Context: an optimization exercise on an open-source flow, tuned for small area, a short achievable clock period and few clock cycles per item. The choices shown serve that exercise and are no tape-out recipe.
At most, simulation tests tie the RTL to the original design; equivalence was not proved.
Power figures rest on the tool's default switching activity, not on a simulated workload.

==> run Y: inputs <==
Design complex_mult_pipe, start of the top module:
module complex_mult_pipe
#(
  parameter int WL    = 16,
  parameter int ROUND = fft_pkg::ROUND_HALFUP,
  parameter int SAT   = fft_pkg::SAT_CLAMP
) (
  input  logic                 clk,
  input  logic                 rst,
  input  logic                 in_valid,
  output logic                 in_ready,
  input  logic signed [WL-1:0] a_r,
  input  logic signed [WL-1:0] a_i,
  input  logic signed [WL-1:0] b_r,
  input  logic signed [WL-1:0] b_i,
  input  logic                 conj_b,
  output logic                 out_valid,
  input  logic                 out_ready,
  output logic signed [WL-1:0] out_r,
  output logic signed [WL-1:0] out_i,
  output logic                 out_ovf
);
  logic       v1, vm, vt, rdy, nrdy, ins;
  logic [3:0] qv, qv_n;
  logic       v1_n, vm_n, vt_n;
  assign in_ready  = rdy;
  assign out_valid = qv[0];
  assign ins       = vt;
  assign v1_n = ~nrdy ? in_valid : v1;
  assign vm_n = ~nrdy & v1;
  assign vt_n = vm;
  logic [3:0] qv_keep, qv_take;
  logic       rdy_keep, rdy_take;
  always_comb begin
    qv_keep = ins ? {qv[2:0], 1'b1} : qv;
    qv_take = qv[0] ? (ins ? qv : {1'b0, qv[3:1]}) : qv_keep;
  end
  assign rdy_keep = ~v1_n | (({2'b00, qv_keep[0]} + {2'b00, qv_keep[1]} + {2'b00, qv_keep[2]}
                              + {2'b00, qv_keep[3]} + {2'b00, vm_n} + {2'b00, vt_n}) <= 3'd3);
  ...
Settings: LEC_CHECK=0, CAP_MARGIN=20, CORE_MARGIN=2, CORE_UTILIZATION=55, SETUP_SLACK_MARGIN=4.8, SLEW_MARGIN=20, SYNTH_HIERARCHICAL=1, SYNTH_MINIMUM_KEEP_SIZE=0; clock period 8.0 ns.
run.sh (not shown) runs the stock make flow with config.mk's settings and CLKGATE_MAP_FILE= SYNTH_SCRIPT=/design/flow/synth_recipe.tcl, a recipe that flattens the netlist after the stock synthesis.
==> run E (differences from run Y) <==
--- a/flow/design.v
+++ b/flow/design.v
@@ -1,21 +1,29 @@
 package fft_pkg;
   localparam int ROUND_TRUNC  = 0;
   localparam int ROUND_HALFUP = 1;
   localparam int SAT_WRAP     = 0;
   localparam int SAT_CLAMP    = 1;
 endpackage
 module cmult_rescale (
-  input  logic [17:0]        i_t,
+  input  logic [17:0]        i_h,
+  input  logic               i_c,
   output logic signed [15:0] o_val,
   output logic               o_ovf
 );
-  assign o_ovf = (i_t[17:15] != 3'b000) && (i_t[17:15] != 3'b111);
-  assign o_val = o_ovf ? {i_t[17], {15{~i_t[17]}}} : i_t[15:0];
+  logic [14:0] t_lo;
+  logic        c15;
+  logic [2:0]  top;
+  assign t_lo  = i_h[14:0] + {14'd0, i_c};
+  assign c15   = i_c & (&i_h[14:0]);
+  assign top   = i_h[17:15] + {2'd0, c15};
+  assign o_ovf = c15 ? ~(i_h[17] & i_h[16])
+                     : ((i_h[17:15] != 3'b000) && (i_h[17:15] != 3'b111));
+  assign o_val = o_ovf ? {top[2], {15{~top[2]}}} : {top[0], t_lo};
 endmodule
 module cm_fa (
   input  logic a,
   input  logic b,
   input  logic c,
   output logic s,
   output logic co
 );
@@ -95,42 +103,41 @@
       vt  <= vt_n;
       qv  <= qv_n;
       rdy  <= out_ready ? rdy_take : rdy_keep;
       nrdy <= out_ready ? ~rdy_take : ~rdy_keep;
     end
   end
   logic [15:0] r_ar, r_ai;
   logic [7:0]  br_one, br_two, br_neg, bi_one, bi_two, bi_nre, bi_nim;
-  logic [7:0]  e_br_one, e_br_two, e_br_neg, e_bi_one, e_bi_two, e_bi_nre, e_bi_nim;
+  logic [7:0]  e_br_one, e_br_two, e_br_neg, e_bi_one, e_bi_two, e_bi_nre;
   logic [16:0] x_br, x_bi;
   assign x_br = {b_r, 1'b0};
   assign x_bi = {b_i, 1'b0};
   always_comb begin
     for (int k = 0; k < 8; k++) begin
       e_br_one[k] = x_br[2*k+1] ^ x_br[2*k];
       e_br_two[k] = (x_br[2*k+2] & ~x_br[2*k+1] & ~x_br[2*k]) | (~x_br[2*k+2] & x_br[2*k+1] & x_br[2*k]);
       e_br_neg[k] = x_br[2*k+2];
       e_bi_one[k] = x_bi[2*k+1] ^ x_bi[2*k];
       e_bi_two[k] = (x_bi[2*k+2] & ~x_bi[2*k+1] & ~x_bi[2*k]) | (~x_bi[2*k+2] & x_bi[2*k+1] & x_bi[2*k]);
       e_bi_nre[k] = x_bi[2*k+2] ^ ~conj_b;
-      e_bi_nim[k] = x_bi[2*k+2] ^ conj_b;
     end
   end
+  assign bi_nim = ~bi_nre;
   always_ff @(posedge clk) begin
     if (~nrdy) begin
       r_ar   <= a_r;
       r_ai   <= a_i;
       br_one <= e_br_one;
       br_two <= e_br_two;
       br_neg <= e_br_neg;
       bi_one <= e_bi_one;
       bi_two <= e_bi_two;
       bi_nre <= e_bi_nre;
-      bi_nim <= e_bi_nim;
     end
   end
   logic pp1;
   assign pp1 = (((br_one[0] & r_ar[0])) ^ br_neg[0]);
   logic pp2;
   assign pp2 = (((br_one[0] & r_ar[1]) | (br_two[0] & r_ar[0])) ^ br_neg[0]);
   logic pp3;
   assign pp3 = (((br_one[0] & r_ar[2]) | (br_two[0] & r_ar[1])) ^ br_neg[0]);
@@ -759,23 +766,23 @@
   logic fs329;
   logic fc330;
   cm_fa u_fs329 (.a(pp10), .b(pp25), .c(pp40), .s(fs329), .co(fc330));
   logic hs331;
   logic hc332;
   cm_ha u_hs331 (.a(pp55), .b(pp70), .s(hs331), .co(hc332));
   logic fs333;
   logic fc334;
-  cm_fa u_fs333 (.a(hs273), .b(pp11), .c(pp26), .s(fs333), .co(fc334));
+  cm_fa u_fs333 (.a(pp11), .b(pp26), .c(pp41), .s(fs333), .co(fc334));
   logic fs335;
   logic fc336;
-  cm_fa u_fs335 (.a(pp41), .b(pp56), .c(pp71), .s(fs335), .co(fc336));
+  cm_fa u_fs335 (.a(pp56), .b(pp71), .c(pp86), .s(fs335), .co(fc336));
   logic fs337;
   logic fc338;
-  cm_fa u_fs337 (.a(pp86), .b(pp147), .c(pp162), .s(fs337), .co(fc338));
+  cm_fa u_fs337 (.a(pp147), .b(pp162), .c(pp177), .s(fs337), .co(fc338));
   logic fs339;
   logic fc340;
   cm_fa u_fs339 (.a(hc274), .b(pp12), .c(pp27), .s(fs339), .co(fc340));
   logic fs341;
   logic fc342;
   cm_fa u_fs341 (.a(pp42), .b(pp57), .c(pp72), .s(fs341), .co(fc342));
   logic fs343;
   logic fc344;
@@ -804,32 +811,32 @@
   logic fs359;
   logic fc360;
   cm_fa u_fs359 (.a(pp210), .b(pp225), .c(pp240), .s(fs359), .co(fc360));
   logic fs361;
   logic fc362;
   cm_fa u_fs361 (.a(hc278), .b(hs281), .c(fc276), .s(fs361), .co(fc362));
   logic fs363;
   logic fc364;
-  cm_fa u_fs363 (.a(fs283), .b(pp166), .c(pp181), .s(fs363), .co(fc364));
+  cm_fa u_fs363 (.a(pp166), .b(pp181), .c(pp196), .s(fs363), .co(fc364));
   logic fs365;
   logic fc366;
-  cm_fa u_fs365 (.a(pp196), .b(pp211), .c(pp226), .s(fs365), .co(fc366));
+  cm_fa u_fs365 (.a(pp211), .b(pp226), .c(pp241), .s(fs365), .co(fc366));
   logic fs367;
   logic fc368;
-  cm_fa u_fs367 (.a(pp241), .b(pp256), .c(hc282), .s(fs367), .co(fc368));
+  cm_fa u_fs367 (.a(pp256), .b(fs283), .c(hc282), .s(fs367), .co(fc368));
   logic fs369;
   logic fc370;
   cm_fa u_fs369 (.a(fc280), .b(fs285), .c(fs287), .s(fs369), .co(fc370));
   logic fs371;
   logic fc372;
-  cm_fa u_fs371 (.a(fc284), .b(pp197), .c(pp212), .s(fs371), .co(fc372));
+  cm_fa u_fs371 (.a(pp197), .b(pp212), .c(pp227), .s(fs371), .co(fc372));
   logic fs373;
   logic fc374;
-  cm_fa u_fs373 (.a(pp227), .b(pp242), .c(pp257), .s(fs373), .co(fc374));
+  cm_fa u_fs373 (.a(pp242), .b(pp257), .c(fc284), .s(fs373), .co(fc374));
   logic fs375;
   logic fc376;
   cm_fa u_fs375 (.a(hs297), .b(fc286), .c(fc288), .s(fs375), .co(fc376));
   logic fs377;
   logic fc378;
   cm_fa u_fs377 (.a(fc290), .b(fs291), .c(fs293), .s(fs377), .co(fc378));
   logic fs379;
   logic fc380;
@@ -918,20 +925,20 @@
   logic fs435;
   logic fc436;
   cm_fa u_fs435 (.a(br_neg[2]), .b(bi_nre[2]), .c(pp5), .s(fs435), .co(fc436));
   logic hs437;
   logic hc438;
   cm_ha u_hs437 (.a(pp6), .b(pp21), .s(hs437), .co(hc438));
   logic fs439;
   logic fc440;
-  cm_fa u_fs439 (.a(hs323), .b(pp7), .c(pp22), .s(fs439), .co(fc440));
+  cm_fa u_fs439 (.a(pp7), .b(pp22), .c(pp37), .s(fs439), .co(fc440));
   logic fs441;
   logic fc442;
-  cm_fa u_fs441 (.a(pp37), .b(pp52), .c(pp143), .s(fs441), .co(fc442));
+  cm_fa u_fs441 (.a(pp52), .b(pp143), .c(pp158), .s(fs441), .co(fc442));
   logic fs443;
   logic fc444;
   cm_fa u_fs443 (.a(hc324), .b(pp8), .c(pp23), .s(fs443), .co(fc444));
   logic fs445;
   logic fc446;
   cm_fa u_fs445 (.a(pp38), .b(pp53), .c(pp144), .s(fs445), .co(fc446));
   logic hs447;
   logic hc448;
@@ -951,20 +958,20 @@
   logic fs457;
   logic fc458;
   cm_fa u_fs457 (.a(pp191), .b(pp206), .c(hc328), .s(fs457), .co(fc458));
   logic fs459;
   logic fc460;
   cm_fa u_fs459 (.a(hs331), .b(fc326), .c(fs329), .s(fs459), .co(fc460));
   logic fs461;
   logic fc462;
-  cm_fa u_fs461 (.a(pp177), .b(pp192), .c(pp207), .s(fs461), .co(fc462));
+  cm_fa u_fs461 (.a(pp192), .b(pp207), .c(pp222), .s(fs461), .co(fc462));
   logic fs463;
   logic fc464;
-  cm_fa u_fs463 (.a(pp222), .b(hc332), .c(fc330), .s(fs463), .co(fc464));
+  cm_fa u_fs463 (.a(hs273), .b(hc332), .c(fc330), .s(fs463), .co(fc464));
   logic fs465;
   logic fc466;
   cm_fa u_fs465 (.a(fs333), .b(fs335), .c(fs337), .s(fs465), .co(fc466));
   logic fs467;
   logic fc468;
   cm_fa u_fs467 (.a(pp208), .b(pp223), .c(hs345), .s(fs467), .co(fc468));
   logic fs469;
   logic fc470;
@@ -999,17 +1006,17 @@
   logic fs489;
   logic fc490;
   cm_fa u_fs489 (.a(fs367), .b(fc362), .c(fs369), .s(fs489), .co(fc490));
   logic fs491;
   logic fc492;
   cm_fa u_fs491 (.a(fc364), .b(fc366), .c(fs371), .s(fs491), .co(fc492));
   logic fs493;
   logic fc494;
-  cm_fa u_fs493 (.a(fs373), .b(fs295), .c(fc368), .s(fs493), .co(fc494));
+  cm_fa u_fs493 (.a(fs295), .b(fs373), .c(fc368), .s(fs493), .co(fc494));
   logic fs495;
   logic fc496;
   cm_fa u_fs495 (.a(fs375), .b(fc370), .c(fs377), .s(fs495), .co(fc496));
   logic fs497;
   logic fc498;
   cm_fa u_fs497 (.a(fc372), .b(fc374), .c(fs379), .s(fs497), .co(fc498));
   logic fs499;
   logic fc500;
@@ -1116,17 +1123,17 @@
   logic fs567;
   logic fc568;
   cm_fa u_fs567 (.a(pp36), .b(pp142), .c(pp157), .s(fs567), .co(fc568));
   logic fs569;
   logic fc570;
   cm_fa u_fs569 (.a(pp172), .b(hs437), .c(fc436), .s(fs569), .co(fc570));
   logic fs571;
   logic fc572;
-  cm_fa u_fs571 (.a(pp158), .b(pp173), .c(pp188), .s(fs571), .co(fc572));
+  cm_fa u_fs571 (.a(pp173), .b(pp188), .c(hs323), .s(fs571), .co(fc572));
   logic fs573;
   logic fc574;
   cm_fa u_fs573 (.a(hc438), .b(fs439), .c(fs441), .s(fs573), .co(fc574));
   logic fs575;
   logic fc576;
   cm_fa u_fs575 (.a(pp189), .b(hs447), .c(fc440), .s(fs575), .co(fc576));
   logic fs577;
   logic fc578;
@@ -1981,23 +1988,23 @@
   logic fs1053;
   logic fc1054;
   cm_fa u_fs1053 (.a(pp734), .b(pp749), .c(pp764), .s(fs1053), .co(fc1054));
   logic hs1055;
   logic hc1056;
   cm_ha u_hs1055 (.a(pp779), .b(pp794), .s(hs1055), .co(hc1056));
   logic fs1057;
   logic fc1058;
-  cm_fa u_fs1057 (.a(hs997), .b(pp735), .c(pp750), .s(fs1057), .co(fc1058));
+  cm_fa u_fs1057 (.a(pp735), .b(pp750), .c(pp765), .s(fs1057), .co(fc1058));
   logic fs1059;
   logic fc1060;
-  cm_fa u_fs1059 (.a(pp765), .b(pp780), .c(pp795), .s(fs1059), .co(fc1060));
+  cm_fa u_fs1059 (.a(pp780), .b(pp795), .c(pp810), .s(fs1059), .co(fc1060));
   logic fs1061;
   logic fc1062;
-  cm_fa u_fs1061 (.a(pp810), .b(pp871), .c(pp886), .s(fs1061), .co(fc1062));
+  cm_fa u_fs1061 (.a(pp871), .b(pp886), .c(pp901), .s(fs1061), .co(fc1062));
   logic fs1063;
   logic fc1064;
   cm_fa u_fs1063 (.a(hc998), .b(pp736), .c(pp751), .s(fs1063), .co(fc1064));
   logic fs1065;
   logic fc1066;
   cm_fa u_fs1065 (.a(pp766), .b(pp781), .c(pp796), .s(fs1065), .co(fc1066));
   logic fs1067;
   logic fc1068;
@@ -2026,32 +2033,32 @@
   logic fs1083;
   logic fc1084;
   cm_fa u_fs1083 (.a(pp934), .b(pp949), .c(pp964), .s(fs1083), .co(fc1084));
   logic fs1085;
   logic fc1086;
   cm_fa u_fs1085 (.a(hc1002), .b(hs1005), .c(fc1000), .s(fs1085), .co(fc1086));
   logic fs1087;
   logic fc1088;
-  cm_fa u_fs1087 (.a(fs1007), .b(pp890), .c(pp905), .s(fs1087), .co(fc1088));
+  cm_fa u_fs1087 (.a(pp890), .b(pp905), .c(pp920), .s(fs1087), .co(fc1088));
   logic fs1089;
   logic fc1090;
-  cm_fa u_fs1089 (.a(pp920), .b(pp935), .c(pp950), .s(fs1089), .co(fc1090));
+  cm_fa u_fs1089 (.a(pp935), .b(pp950), .c(pp965), .s(fs1089), .co(fc1090));
   logic fs1091;
   logic fc1092;
-  cm_fa u_fs1091 (.a(pp965), .b(pp980), .c(hc1006), .s(fs1091), .co(fc1092));
+  cm_fa u_fs1091 (.a(pp980), .b(fs1007), .c(hc1006), .s(fs1091), .co(fc1092));
   logic fs1093;
   logic fc1094;
   cm_fa u_fs1093 (.a(fc1004), .b(fs1009), .c(fs1011), .s(fs1093), .co(fc1094));
   logic fs1095;
   logic fc1096;
-  cm_fa u_fs1095 (.a(fc1008), .b(pp921), .c(pp936), .s(fs1095), .co(fc1096));
+  cm_fa u_fs1095 (.a(pp921), .b(pp936), .c(pp951), .s(fs1095), .co(fc1096));
   logic fs1097;
   logic fc1098;
-  cm_fa u_fs1097 (.a(pp951), .b(pp966), .c(pp981), .s(fs1097), .co(fc1098));
+  cm_fa u_fs1097 (.a(pp966), .b(pp981), .c(fc1008), .s(fs1097), .co(fc1098));
   logic fs1099;
   logic fc1100;
   cm_fa u_fs1099 (.a(hs1021), .b(fc1010), .c(fc1012), .s(fs1099), .co(fc1100));
   logic fs1101;
   logic fc1102;
   cm_fa u_fs1101 (.a(fc1014), .b(fs1015), .c(fs1017), .s(fs1101), .co(fc1102));
   logic fs1103;
   logic fc1104;
@@ -2140,20 +2147,20 @@
   logic fs1159;
   logic fc1160;
   cm_fa u_fs1159 (.a(bi_nim[2]), .b(br_neg[2]), .c(pp729), .s(fs1159), .co(fc1160));
   logic hs1161;
   logic hc1162;
   cm_ha u_hs1161 (.a(pp730), .b(pp745), .s(hs1161), .co(hc1162));
   logic fs1163;
   logic fc1164;
-  cm_fa u_fs1163 (.a(hs1047), .b(pp731), .c(pp746), .s(fs1163), .co(fc1164));
+  cm_fa u_fs1163 (.a(pp731), .b(pp746), .c(pp761), .s(fs1163), .co(fc1164));
   logic fs1165;
   logic fc1166;
-  cm_fa u_fs1165 (.a(pp761), .b(pp776), .c(pp867), .s(fs1165), .co(fc1166));
+  cm_fa u_fs1165 (.a(pp776), .b(pp867), .c(pp882), .s(fs1165), .co(fc1166));
   logic fs1167;
   logic fc1168;
   cm_fa u_fs1167 (.a(hc1048), .b(pp732), .c(pp747), .s(fs1167), .co(fc1168));
   logic fs1169;
   logic fc1170;
   cm_fa u_fs1169 (.a(pp762), .b(pp777), .c(pp868), .s(fs1169), .co(fc1170));
   logic hs1171;
   logic hc1172;
@@ -2173,20 +2180,20 @@
   logic fs1181;
   logic fc1182;
   cm_fa u_fs1181 (.a(pp915), .b(pp930), .c(hc1052), .s(fs1181), .co(fc1182));
   logic fs1183;
   logic fc1184;
   cm_fa u_fs1183 (.a(hs1055), .b(fc1050), .c(fs1053), .s(fs1183), .co(fc1184));
   logic fs1185;
   logic fc1186;
-  cm_fa u_fs1185 (.a(pp901), .b(pp916), .c(pp931), .s(fs1185), .co(fc1186));
+  cm_fa u_fs1185 (.a(pp916), .b(pp931), .c(pp946), .s(fs1185), .co(fc1186));
   logic fs1187;
   logic fc1188;
-  cm_fa u_fs1187 (.a(pp946), .b(hc1056), .c(fc1054), .s(fs1187), .co(fc1188));
+  cm_fa u_fs1187 (.a(hs997), .b(hc1056), .c(fc1054), .s(fs1187), .co(fc1188));
   logic fs1189;
   logic fc1190;
   cm_fa u_fs1189 (.a(fs1057), .b(fs1059), .c(fs1061), .s(fs1189), .co(fc1190));
   logic fs1191;
   logic fc1192;
   cm_fa u_fs1191 (.a(pp932), .b(pp947), .c(hs1069), .s(fs1191), .co(fc1192));
   logic fs1193;
   logic fc1194;
@@ -2221,17 +2228,17 @@
   logic fs1213;
   logic fc1214;
   cm_fa u_fs1213 (.a(fs1091), .b(fc1086), .c(fs1093), .s(fs1213), .co(fc1214));
   logic fs1215;
   logic fc1216;
   cm_fa u_fs1215 (.a(fc1088), .b(fc1090), .c(fs1095), .s(fs1215), .co(fc1216));
   logic fs1217;
   logic fc1218;
-  cm_fa u_fs1217 (.a(fs1097), .b(fs1019), .c(fc1092), .s(fs1217), .co(fc1218));
+  cm_fa u_fs1217 (.a(fs1019), .b(fs1097), .c(fc1092), .s(fs1217), .co(fc1218));
   logic fs1219;
   logic fc1220;
   cm_fa u_fs1219 (.a(fs1099), .b(fc1094), .c(fs1101), .s(fs1219), .co(fc1220));
   logic fs1221;
   logic fc1222;
   cm_fa u_fs1221 (.a(fc1096), .b(fc1098), .c(fs1103), .s(fs1221), .co(fc1222));
   logic fs1223;
   logic fc1224;
@@ -2338,17 +2345,17 @@
   logic fs1291;
   logic fc1292;
   cm_fa u_fs1291 (.a(pp760), .b(pp866), .c(pp881), .s(fs1291), .co(fc1292));
   logic fs1293;
   logic fc1294;
   cm_fa u_fs1293 (.a(pp896), .b(hs1161), .c(fc1160), .s(fs1293), .co(fc1294));
   logic fs1295;
   logic fc1296;
-  cm_fa u_fs1295 (.a(pp882), .b(pp897), .c(pp912), .s(fs1295), .co(fc1296));
+  cm_fa u_fs1295 (.a(pp897), .b(pp912), .c(hs1047), .s(fs1295), .co(fc1296));
   logic fs1297;
   logic fc1298;
   cm_fa u_fs1297 (.a(hc1162), .b(fs1163), .c(fs1165), .s(fs1297), .co(fc1298));
   logic fs1299;
   logic fc1300;
   cm_fa u_fs1299 (.a(pp913), .b(hs1171), .c(fc1164), .s(fs1299), .co(fc1300));
   logic fs1301;
   logic fc1302;
@@ -3129,24 +3136,21 @@
   logic [17:0] r_hre, r_him;
   logic        r_cre, r_cim;
   always_ff @(posedge clk) begin
     r_hre <= y_re_hi;
     r_him <= y_im_hi;
     r_cre <= y_re_lo[15];
     r_cim <= y_im_lo[15];
   end
-  logic [17:0] t_re, t_im;
   logic [15:0] s_re, s_im;
   logic        o_re, o_im;
   logic [32:0] x_new;
-  assign t_re = r_hre + {17'd0, r_cre};
-  assign t_im = r_him + {17'd0, r_cim};
-  cmult_rescale u_sat_re (.i_t(t_re), .o_val(s_re), .o_ovf(o_re));
-  cmult_rescale u_sat_im (.i_t(t_im), .o_val(s_im), .o_ovf(o_im));
+  cmult_rescale u_sat_re (.i_h(r_hre), .i_c(r_cre), .o_val(s_re), .o_ovf(o_re));
+  cmult_rescale u_sat_im (.i_h(r_him), .i_c(r_cim), .o_val(s_im), .o_ovf(o_im));
   assign x_new = {o_re | o_im, s_re, s_im};
   logic [32:0] q0, q1, q2, q3;
   always_ff @(posedge clk) begin
     if (out_ready | ~qv[0]) q0 <= qv[1] ? q1 : x_new;
     if (out_ready | ~qv[1]) q1 <= qv[2] ? q2 : x_new;
     if (out_ready | ~qv[2]) q2 <= qv[3] ? q3 : x_new;
     if (out_ready | ~qv[3]) q3 <= x_new;
   end
==> flow/config.mk (replaced) <==
export PLATFORM = sky130hd
export DESIGN_NAME = complex_mult_pipe
export DESIGN_NICKNAME = complex_mult_pipe
export VERILOG_FILES = /design/flow/design.v
export SDC_FILE = /design/flow/constraint.sdc
export NUM_CORES = 4
export LEC_CHECK = 0
export CAP_MARGIN = 5
export CORE_MARGIN = 2
export CORE_UTILIZATION = 55
export SETUP_SLACK_MARGIN = 4.8
export SLEW_MARGIN = 5
export SYNTH_HIERARCHICAL = 1
export SYNTH_MINIMUM_KEEP_SIZE = 0
==> comparison <==
In combinational power, run E and run Y hardly differ.
Clock power: run Y is larger than run E (about 9%).
First-iteration DRC count: run E is smaller than run Y (11%).
In critical path depth, run E and run Y do not differ.
Global-route usage: run Y is higher than run E (0.55 points).
Run E finished clean. Run Y ran to the end with no violations.
Synthesized cell count is the same in run E and run Y.
Testbench counts of run E, summed over its fixed seeds: cycles 4,128, items 4,096.
Function not checked in run Y: the RTL went through the layout flow alone.

==> re-timing with driven ports <==
In the flow no input, the clock included, has a driving cell. The finished layouts below were timed again as built, in two steps.
Step 1: set_driving_cell puts a clkbuf_16 on clk and a buf_2 on each other input, an assumption about the parent block.
Step 2 times the ports against the registers' clock, not the clock port: input delays grow and output delays shrink by t, the midpoint of the rising clock arrivals with the driver on.
Three values: ideal ports, drivers, drivers and shift; two values: the first two.
| run | t (ns) | setup slack, ns | worst data-port slew with drivers (ns) |
|---|---|---|---|
| run Y | 0.688 | 4.780 / 4.780 / 4.476 | 0.07 |
| run E | 0.673 | 4.798 / 4.798 / 4.480 | 0.07 |
After both steps setup and hold are still met in every run listed. The setup slack of run E, which loses most, moves by 0.000 ns with the drivers and by -0.318 ns with both steps.
